Source: an optimization exercise on an open RTL-to-GDS flow (aim: small area). Production flows keep margins and buffers that such runs may drop. Power and IR drop assume default switching activity.

==> wip/onyx: inputs <==
Design alu_seq, start of the top module:
module alu_seq
#(
  parameter int XLEN = 64
) (
  input  logic            clk,
  input  logic            rst_n,
  input  logic            in_valid,
  output logic            in_ready,
  input  logic [diablo_alu_pkg::ALU_OP_W-1:0] in_op,
  input  logic [XLEN-1:0] in_a,
  input  logic [XLEN-1:0] in_b,
  output logic            out_valid,
  input  logic            out_ready,
  output logic [XLEN-1:0] out_result,
  output logic            out_err
);
export LEC_CHECK = 0
export CAP_MARGIN = 20
export CORE_MARGIN = 2
export CORE_UTILIZATION = 40
export SLEW_MARGIN = 20
export SYNTH_HIERARCHICAL = 1
create_clock -name core_clock -period 10.0 [get_ports {clk}]
standard.sh (not shown) runs the stock make flow with config.mk's settings and CLKGATE_MAP_FILE= SYNTH_SCRIPT=/design/flow/synth_recipe.tcl, a recipe that flattens the netlist after the stock synthesis.
==> flow/flow/run.sh <==
#!/bin/bash
# Layout of alu_seq: the standard flow (standard.sh, all steps unchanged), with the port
# buffers that global placement inserts on every input and output made of the smallest buffer
# cell, sky130_fd_sc_hd__buf_1, in place of the flow's default choice. Each tool's output is kept
# in a log of its own here; ORFS also keeps per-step logs under orfs/logs.
set -euo pipefail
export BUFFER_PORTS_ARGS="-buffer_cell sky130_fd_sc_hd__buf_1"
bash standard.sh > standard.log 2>&1
==> wip/quartz: changes against wip/onyx <==
--- a/flow/design.v
+++ b/flow/design.v
@@ -47,24 +47,22 @@
 #(
   parameter int XLEN = 64
 ) (
   input  logic [XLEN-1:0] i_acc,
   input  logic            i_bitin,
   input  logic [XLEN-1:0] i_b,
-  input  logic            i_yen,
-  input  logic            i_yinv,
+  input  logic            i_c1n,
+  input  logic            i_c0n,
   input  logic            i_y64,
   input  logic            i_cin,
   output logic [XLEN:0]   o_sum
 );
   logic [XLEN:0] x, y, s0, c0, pa;
-  logic          w_c1;
   logic [7:0] bc;
-  assign x    = {i_acc, i_bitin};
-  assign w_c1 = i_yen ^ i_yinv;
-  always_comb for (int i = 0; i < XLEN; i++) y[i] = i_b[i] ? w_c1 : i_yinv;
+  assign x = {i_acc, i_bitin};
+  always_comb for (int i = 0; i < XLEN; i++) y[i] = !(i_b[i] ? i_c1n : i_c0n);
   assign y[XLEN] = i_y64;
   assign bc[0] = i_cin;
   alu_fa u_fa0 (.i_a(x[0]), .i_b(y[0]), .i_c(bc[0]), .o_s(s0[0]), .o_c(c0[0]));
   alu_fa u_fa1 (.i_a(x[1]), .i_b(y[1]), .i_c(c0[0]), .o_s(s0[1]), .o_c(c0[1]));
   alu_fa u_fa2 (.i_a(x[2]), .i_b(y[2]), .i_c(c0[1]), .o_s(s0[2]), .o_c(c0[2]));
   alu_fa u_fa3 (.i_a(x[3]), .i_b(y[3]), .i_c(c0[2]), .o_s(s0[3]), .o_c(c0[3]));
@@ -277,38 +275,39 @@
   localparam int SHW = $clog2(XLEN);
   localparam logic [1:0] S_PRE = 2'd0, S_P0 = 2'd1, S_P1 = 2'd2, S_P2 = 2'd3;
   logic            r_ov;
   logic [1:0]      r_st;
   logic [SHW-1:0]  r_k;
   logic            r_abit;
+  logic            r_lt;
   logic            r_pbit;
   logic [XLEN-1:0] r_acc;
   logic [XLEN-1:0] r_q;
   logic            r_psgn;
   logic            r_f1;
   logic            r_f2;
-  logic [3:0]      r_op;
+  logic            r_err;
   diablo_alu_pkg::alu_op_e w_op;
   logic w_p0, w_p1, w_p2, w_first, w_lastk, w_last, w_done;
   logic w_add, w_sub_op, w_logic, w_shift, w_mul, w_cmp, w_isdiv, w_two;
   logic w_signed, w_rem, w_sa, w_bn, w_negq, w_e, w_e63, w_sub, w_bk, w_diff, w_lt, w_lbit;
   logic [SHW-1:0]  w_kn;
-  logic [SHW:0]    w_idx;
+  logic            w_knl, w_hold;
   logic            w_bitin, w_yen, w_yinv, w_y64, w_cin;
   logic [XLEN:0]   w_sum;
-  assign w_op     = diablo_alu_pkg::alu_op_e'(r_op);
+  assign w_op     = diablo_alu_pkg::alu_op_e'(in_op);
   assign w_add    = (w_op == diablo_alu_pkg::ALU_ADD);
   assign w_sub_op = (w_op == diablo_alu_pkg::ALU_SUB);
   assign w_logic  = (w_op == diablo_alu_pkg::ALU_AND) || (w_op == diablo_alu_pkg::ALU_OR) ||
                     (w_op == diablo_alu_pkg::ALU_XOR);
   assign w_shift  = (w_op == diablo_alu_pkg::ALU_SLL) || (w_op == diablo_alu_pkg::ALU_SRL) ||
                     (w_op == diablo_alu_pkg::ALU_SRA);
   assign w_cmp    = (w_op == diablo_alu_pkg::ALU_SLT) || (w_op == diablo_alu_pkg::ALU_SLTU);
   assign w_mul    = (w_op == diablo_alu_pkg::ALU_MUL);
   assign w_isdiv  = diablo_alu_pkg::op_is_iter(w_op) && !w_mul;
-  assign w_two    = w_logic || w_cmp;
+  assign w_two    = w_logic || w_cmp || w_shift;
   assign w_signed = (w_op == diablo_alu_pkg::ALU_DIV) || (w_op == diablo_alu_pkg::ALU_REM);
   assign w_rem    = (w_op == diablo_alu_pkg::ALU_REM) || (w_op == diablo_alu_pkg::ALU_REMU);
   assign w_sa     = w_signed && in_a[XLEN-1];
   assign w_bn     = w_signed && in_b[XLEN-1];
   assign w_p0     = (r_st == S_P0);
   assign w_p1     = (r_st == S_P1);
@@ -317,23 +316,18 @@
   assign w_lastk  = (r_k == '0);
   assign w_last   = w_p2 || (w_p1 && w_two) || (w_p0 && !w_two && !w_isdiv);
   assign w_done   = w_last && w_lastk;
   assign in_ready = !r_ov && (w_done || !in_valid);
   assign out_valid  = r_ov;
   assign out_result = r_acc;
-  assign out_err    = (r_op == 4'd15);
-  assign w_kn = (r_st == S_PRE) ? SHW'(XLEN-1) : (r_k - 1'b1);
-  always_comb begin
-    case (in_op)
-      4'd5:       w_idx = {1'b0, w_kn} - {1'b0, in_b[SHW-1:0]};
-      4'd6, 4'd7: w_idx = {1'b0, w_kn} + {1'b0, in_b[SHW-1:0]};
-      default:    w_idx = {1'b0, w_kn};
-    endcase
-  end
+  assign out_err    = r_err;
+  assign w_kn  = (r_st == S_PRE) ? SHW'(XLEN-1) : (r_k - 1'b1);
+  assign w_knl = (w_kn < in_b[SHW-1:0]);
   always_ff @(posedge clk) begin
-    r_abit <= w_idx[SHW] ? ((in_op == 4'd7) && in_a[XLEN-1]) : in_a[w_idx[SHW-1:0]];
+    r_abit <= ((in_op == 4'd6 || in_op == 4'd7) && w_knl) ? ((in_op == 4'd7) && in_a[XLEN-1]) : in_a[w_kn];
+    r_lt   <= w_knl;
   end
   assign w_bk   = r_acc[XLEN-1];
   assign w_diff = r_abit ^ w_bk;
   always_comb begin
     case (w_op)
       diablo_alu_pkg::ALU_AND: w_lbit = r_abit & w_bk;
@@ -341,32 +335,33 @@
       default:                 w_lbit = w_diff;
     endcase
   end
   assign w_lt = (r_f1 && !w_first) ? r_f2
               : (w_diff && ((w_first && w_op == diablo_alu_pkg::ALU_SLT) ? r_abit : w_bk));
   assign w_e63  = ((&r_acc) && r_psgn) || (r_f2 && r_pbit);
-  assign w_e    = w_sa && (w_first ? w_e63 : r_f2);
+  assign w_e    = w_sa && r_f2;
   assign w_negq = (w_sa ^ w_bn) && !r_f1;
-  assign w_sub  = w_p1 ? !r_psgn : w_sa;
+  assign w_sub  = w_p1 ? !r_psgn : (w_sa && r_psgn);
   always_comb begin
     w_bitin = 1'b0;
     w_yen   = 1'b0;
     w_yinv  = 1'b0;
     w_y64   = 1'b0;
     w_cin   = 1'b0;
     case (r_st)
       S_P0: begin
         if (w_add || w_sub_op || w_shift) w_bitin = r_abit;
-        if (w_add || w_sub_op || w_two)   w_yen   = w_lastk;
+        if (w_add || w_sub_op || w_logic || w_cmp) w_yen = w_lastk;
         if (w_sub_op) begin
           w_yinv = w_lastk;
           w_cin  = w_lastk;
         end
         if (w_mul) w_yen = r_abit;
       end
       S_P1: begin
+        if (w_shift && w_op != diablo_alu_pkg::ALU_SLL) w_bitin = r_acc[XLEN-1];
         if (w_logic) w_bitin = w_lbit;
         if (w_cmp)   w_bitin = w_lastk && w_lt;
         if (w_isdiv) begin
           w_bitin = r_abit ^ w_sa;
           w_yen   = 1'b1;
           w_yinv  = w_sub ^ w_bn;
@@ -376,29 +371,29 @@
       end
       S_P2: begin
         if (!w_rem) begin
           w_bitin = r_q[XLEN-1] ^ w_negq;
           w_cin   = w_lastk && (w_e ^ w_negq);
         end else begin
-          w_bitin = !w_e && (r_acc[XLEN-1] ^ w_sa);
-          w_yen   = w_lastk && !w_e && r_psgn;
-          w_yinv  = w_lastk && !w_e && r_psgn && (w_sa ^ w_bn);
-          w_cin   = w_lastk && !w_e && r_psgn && (w_sa ^ w_bn);
+          w_bitin = r_acc[XLEN-1] ^ w_sa;
+          w_yen   = w_lastk && (w_e ^ r_psgn);
+          w_yinv  = w_lastk && (w_e ^ r_psgn) && (w_sub ^ w_bn);
+          w_cin   = w_lastk && (w_e ^ r_psgn) && (w_sub ^ w_bn);
         end
       end
       default: ;
     endcase
   end
   alu_muldiv_iter #(
     .XLEN (XLEN)
   ) u_dp (
     .i_acc  (r_acc),
     .i_bitin(w_bitin),
     .i_b    (in_b),
-    .i_yen  (w_yen),
-    .i_yinv (w_yinv),
+    .i_c1n  (!(w_yen ^ w_yinv)),
+    .i_c0n  (!w_yinv),
     .i_y64  (w_y64),
     .i_cin  (w_cin),
     .o_sum  (w_sum)
   );
   always_ff @(posedge clk or negedge rst_n) begin
     if (!rst_n) begin
@@ -418,15 +413,16 @@
     r_k    <= w_kn;
     r_pbit <= w_bitin;
     r_q    <= {r_q[XLEN-2:0], !w_sum[XLEN]};
     if (w_p0) r_psgn <= 1'b0;
     if (w_p1) r_psgn <= w_sum[XLEN];
   end
+  assign w_hold = w_p1 && w_shift && ((w_op == diablo_alu_pkg::ALU_SLL) ? !r_lt : r_lt);
   always_ff @(posedge clk) begin
-    if (!r_ov) r_acc <= w_sum[XLEN-1:0];
-    if (!r_ov && r_st == S_PRE) r_op <= in_op;
+    if (!r_ov && !w_hold) r_acc <= w_sum[XLEN-1:0];
+    if (!r_ov) r_err <= (in_op == 4'd15);
   end
   always_ff @(posedge clk) begin
     if (w_p1) begin
       if (w_isdiv) begin
         if (w_first) r_f1 <= !w_sum[XLEN];
         r_f2 <= !w_first && (((&r_acc) && r_psgn) || (r_f2 && r_pbit));
==> flow/flow/run.sh (replaced) <==
#!/bin/bash
# Layout of alu_seq: the standard flow (standard.sh, all steps unchanged), with the port
# buffers that global placement inserts on every input and output made of the smallest buffer
# cell, sky130_fd_sc_hd__buf_1, in place of the flow's default choice. Each tool's output is kept
# in a log of its own here; ORFS also keeps per-step logs under orfs/logs.
set -euo pipefail
export BUFFER_PORTS_ARGS="-buffer_cell sky130_fd_sc_hd__buf_1"
export CTS_ARGS="-sink_clustering_enable -sink_clustering_levels 2 -repair_clock_nets -dont_use_dummy_load -buf_list {sky130_fd_sc_hd__clkbuf_4 sky130_fd_sc_hd__clkbuf_8} -root_buf sky130_fd_sc_hd__clkbuf_8 -sink_clustering_size 40 -sink_clustering_max_diameter 300"
bash standard.sh > standard.log 2>&1
==> wip/nickel: changes against wip/onyx <==
--- a/flow/design.v
+++ b/flow/design.v
@@ -47,24 +47,22 @@
 #(
   parameter int XLEN = 64
 ) (
   input  logic [XLEN-1:0] i_acc,
   input  logic            i_bitin,
   input  logic [XLEN-1:0] i_b,
-  input  logic            i_yen,
-  input  logic            i_yinv,
+  input  logic            i_c1,
+  input  logic            i_c0,
   input  logic            i_y64,
   input  logic            i_cin,
   output logic [XLEN:0]   o_sum
 );
   logic [XLEN:0] x, y, s0, c0, pa;
-  logic          w_c1;
   logic [7:0] bc;
-  assign x    = {i_acc, i_bitin};
-  assign w_c1 = i_yen ^ i_yinv;
-  always_comb for (int i = 0; i < XLEN; i++) y[i] = i_b[i] ? w_c1 : i_yinv;
+  assign x = {i_acc, i_bitin};
+  always_comb for (int i = 0; i < XLEN; i++) y[i] = i_b[i] ? i_c1 : i_c0;
   assign y[XLEN] = i_y64;
   assign bc[0] = i_cin;
   alu_fa u_fa0 (.i_a(x[0]), .i_b(y[0]), .i_c(bc[0]), .o_s(s0[0]), .o_c(c0[0]));
   alu_fa u_fa1 (.i_a(x[1]), .i_b(y[1]), .i_c(c0[0]), .o_s(s0[1]), .o_c(c0[1]));
   alu_fa u_fa2 (.i_a(x[2]), .i_b(y[2]), .i_c(c0[1]), .o_s(s0[2]), .o_c(c0[2]));
   alu_fa u_fa3 (.i_a(x[3]), .i_b(y[3]), .i_c(c0[2]), .o_s(s0[3]), .o_c(c0[3]));
@@ -277,38 +275,39 @@
   localparam int SHW = $clog2(XLEN);
   localparam logic [1:0] S_PRE = 2'd0, S_P0 = 2'd1, S_P1 = 2'd2, S_P2 = 2'd3;
   logic            r_ov;
   logic [1:0]      r_st;
   logic [SHW-1:0]  r_k;
   logic            r_abit;
+  logic            r_lt;
   logic            r_pbit;
   logic [XLEN-1:0] r_acc;
   logic [XLEN-1:0] r_q;
   logic            r_psgn;
   logic            r_f1;
   logic            r_f2;
   logic [3:0]      r_op;
   diablo_alu_pkg::alu_op_e w_op;
   logic w_p0, w_p1, w_p2, w_first, w_lastk, w_last, w_done;
   logic w_add, w_sub_op, w_logic, w_shift, w_mul, w_cmp, w_isdiv, w_two;
   logic w_signed, w_rem, w_sa, w_bn, w_negq, w_e, w_e63, w_sub, w_bk, w_diff, w_lt, w_lbit;
   logic [SHW-1:0]  w_kn;
-  logic [SHW:0]    w_idx;
+  logic            w_knl, w_hold;
   logic            w_bitin, w_yen, w_yinv, w_y64, w_cin;
   logic [XLEN:0]   w_sum;
   assign w_op     = diablo_alu_pkg::alu_op_e'(r_op);
   assign w_add    = (w_op == diablo_alu_pkg::ALU_ADD);
   assign w_sub_op = (w_op == diablo_alu_pkg::ALU_SUB);
   assign w_logic  = (w_op == diablo_alu_pkg::ALU_AND) || (w_op == diablo_alu_pkg::ALU_OR) ||
                     (w_op == diablo_alu_pkg::ALU_XOR);
   assign w_shift  = (w_op == diablo_alu_pkg::ALU_SLL) || (w_op == diablo_alu_pkg::ALU_SRL) ||
                     (w_op == diablo_alu_pkg::ALU_SRA);
   assign w_cmp    = (w_op == diablo_alu_pkg::ALU_SLT) || (w_op == diablo_alu_pkg::ALU_SLTU);
   assign w_mul    = (w_op == diablo_alu_pkg::ALU_MUL);
   assign w_isdiv  = diablo_alu_pkg::op_is_iter(w_op) && !w_mul;
-  assign w_two    = w_logic || w_cmp;
+  assign w_two    = w_logic || w_cmp || w_shift;
   assign w_signed = (w_op == diablo_alu_pkg::ALU_DIV) || (w_op == diablo_alu_pkg::ALU_REM);
   assign w_rem    = (w_op == diablo_alu_pkg::ALU_REM) || (w_op == diablo_alu_pkg::ALU_REMU);
   assign w_sa     = w_signed && in_a[XLEN-1];
   assign w_bn     = w_signed && in_b[XLEN-1];
   assign w_p0     = (r_st == S_P0);
   assign w_p1     = (r_st == S_P1);
@@ -318,22 +317,17 @@
   assign w_last   = w_p2 || (w_p1 && w_two) || (w_p0 && !w_two && !w_isdiv);
   assign w_done   = w_last && w_lastk;
   assign in_ready = !r_ov && (w_done || !in_valid);
   assign out_valid  = r_ov;
   assign out_result = r_acc;
   assign out_err    = (r_op == 4'd15);
-  assign w_kn = (r_st == S_PRE) ? SHW'(XLEN-1) : (r_k - 1'b1);
-  always_comb begin
-    case (in_op)
-      4'd5:       w_idx = {1'b0, w_kn} - {1'b0, in_b[SHW-1:0]};
-      4'd6, 4'd7: w_idx = {1'b0, w_kn} + {1'b0, in_b[SHW-1:0]};
-      default:    w_idx = {1'b0, w_kn};
-    endcase
-  end
+  assign w_kn  = (r_st == S_PRE) ? SHW'(XLEN-1) : (r_k - 1'b1);
+  assign w_knl = (w_kn < in_b[SHW-1:0]);
   always_ff @(posedge clk) begin
-    r_abit <= w_idx[SHW] ? ((in_op == 4'd7) && in_a[XLEN-1]) : in_a[w_idx[SHW-1:0]];
+    r_abit <= ((in_op == 4'd6 || in_op == 4'd7) && w_knl) ? ((in_op == 4'd7) && in_a[XLEN-1]) : in_a[w_kn];
+    r_lt   <= w_knl;
   end
   assign w_bk   = r_acc[XLEN-1];
   assign w_diff = r_abit ^ w_bk;
   always_comb begin
     case (w_op)
       diablo_alu_pkg::ALU_AND: w_lbit = r_abit & w_bk;
@@ -353,20 +347,21 @@
     w_yinv  = 1'b0;
     w_y64   = 1'b0;
     w_cin   = 1'b0;
     case (r_st)
       S_P0: begin
         if (w_add || w_sub_op || w_shift) w_bitin = r_abit;
-        if (w_add || w_sub_op || w_two)   w_yen   = w_lastk;
+        if (w_add || w_sub_op || w_logic || w_cmp) w_yen = w_lastk;
         if (w_sub_op) begin
           w_yinv = w_lastk;
           w_cin  = w_lastk;
         end
         if (w_mul) w_yen = r_abit;
       end
       S_P1: begin
+        if (w_shift && w_op != diablo_alu_pkg::ALU_SLL) w_bitin = r_acc[XLEN-1];
         if (w_logic) w_bitin = w_lbit;
         if (w_cmp)   w_bitin = w_lastk && w_lt;
         if (w_isdiv) begin
           w_bitin = r_abit ^ w_sa;
           w_yen   = 1'b1;
           w_yinv  = w_sub ^ w_bn;
@@ -391,14 +386,14 @@
   alu_muldiv_iter #(
     .XLEN (XLEN)
   ) u_dp (
     .i_acc  (r_acc),
     .i_bitin(w_bitin),
     .i_b    (in_b),
-    .i_yen  (w_yen),
-    .i_yinv (w_yinv),
+    .i_c1   (w_yen ^ w_yinv),
+    .i_c0   (w_yinv),
     .i_y64  (w_y64),
     .i_cin  (w_cin),
     .o_sum  (w_sum)
   );
   always_ff @(posedge clk or negedge rst_n) begin
     if (!rst_n) begin
@@ -418,14 +413,15 @@
     r_k    <= w_kn;
     r_pbit <= w_bitin;
     r_q    <= {r_q[XLEN-2:0], !w_sum[XLEN]};
     if (w_p0) r_psgn <= 1'b0;
     if (w_p1) r_psgn <= w_sum[XLEN];
   end
+  assign w_hold = w_p1 && w_shift && ((w_op == diablo_alu_pkg::ALU_SLL) ? !r_lt : r_lt);
   always_ff @(posedge clk) begin
-    if (!r_ov) r_acc <= w_sum[XLEN-1:0];
+    if (!r_ov && !w_hold) r_acc <= w_sum[XLEN-1:0];
     if (!r_ov && r_st == S_PRE) r_op <= in_op;
   end
   always_ff @(posedge clk) begin
     if (w_p1) begin
       if (w_isdiv) begin
         if (w_first) r_f1 <= !w_sum[XLEN];
==> flow/flow/run.sh (replaced) <==
#!/bin/bash
# Layout of alu_seq: the standard flow (standard.sh, all steps unchanged), with the port
# buffers that global placement inserts on every input and output made of the smallest buffer
# cell, sky130_fd_sc_hd__buf_1, in place of the flow's default choice. Each tool's output is kept
# in a log of its own here; ORFS also keeps per-step logs under orfs/logs.
set -euo pipefail
export BUFFER_PORTS_ARGS="-buffer_cell sky130_fd_sc_hd__buf_1"
export CTS_ARGS="-sink_clustering_enable -sink_clustering_levels 1 -repair_clock_nets -dont_use_dummy_load -buf_list {sky130_fd_sc_hd__clkbuf_4 sky130_fd_sc_hd__clkbuf_8 sky130_fd_sc_hd__clkbuf_16} -root_buf sky130_fd_sc_hd__clkbuf_8 -sink_clustering_size 30 -sink_clustering_max_diameter 150"
bash standard.sh > standard.log 2>&1
==> summary of the runs <==
Die area: wip/onyx is higher than wip/quartz (7.7%).
Sequential power is about the same in wip/nickel and wip/onyx.
The highest via count belongs to wip/onyx, the lowest to wip/nickel.
Fmax, lowest first: wip/quartz, wip/onyx, wip/nickel.
Critical path depth: wip/onyx < wip/nickel < wip/quartz.
The lowest combinational power belongs to wip/quartz, the highest to wip/onyx.
Wire length: wip/onyx is larger than wip/nickel (about 6.5%).
Final area, highest first: wip/onyx, wip/nickel, wip/quartz.
Of wip/quartz and wip/nickel, wip/quartz has the higher non-clock buffer count (gap 4).
Clock power: wip/onyx is larger than wip/nickel (about 33%).
No functional check of the RTL was part of any run of this note.

afterwards: timing with drivers on the ports:
How much do the figures lean on ideal ports? The routed layouts below were timed once more, with nothing changed but the port constraints.
Step 1: set_driving_cell puts a clkbuf_16 on clk and a buf_2 on each other input, an assumption about the parent block.
Step 2, shift: input delay + t, output delay - t, t = (earliest + latest rising clock arrival at the registers) / 2. This alone moves slack from input paths to output paths.
Slacks: no drivers / after step 1 / after step 2; pairs: no drivers / after step 1.
run	shift t [ns]	setup slack, ns	slew at the worst register clock pin (ns)
wip/onyx	0.468	1.004 / 1.027 / 0.559	0.07 / 0.07
wip/quartz	0.461	0.564 / 0.565 / 0.105	0.08 / 0.08
wip/nickel	0.557	1.025 / 1.038 / 0.481	0.07 / 0.07
After both steps setup and hold are still met in every run listed. For wip/nickel, which loses most, drivers alone change the setup slack by +0.013 ns; drivers and shift together by -0.544 ns.
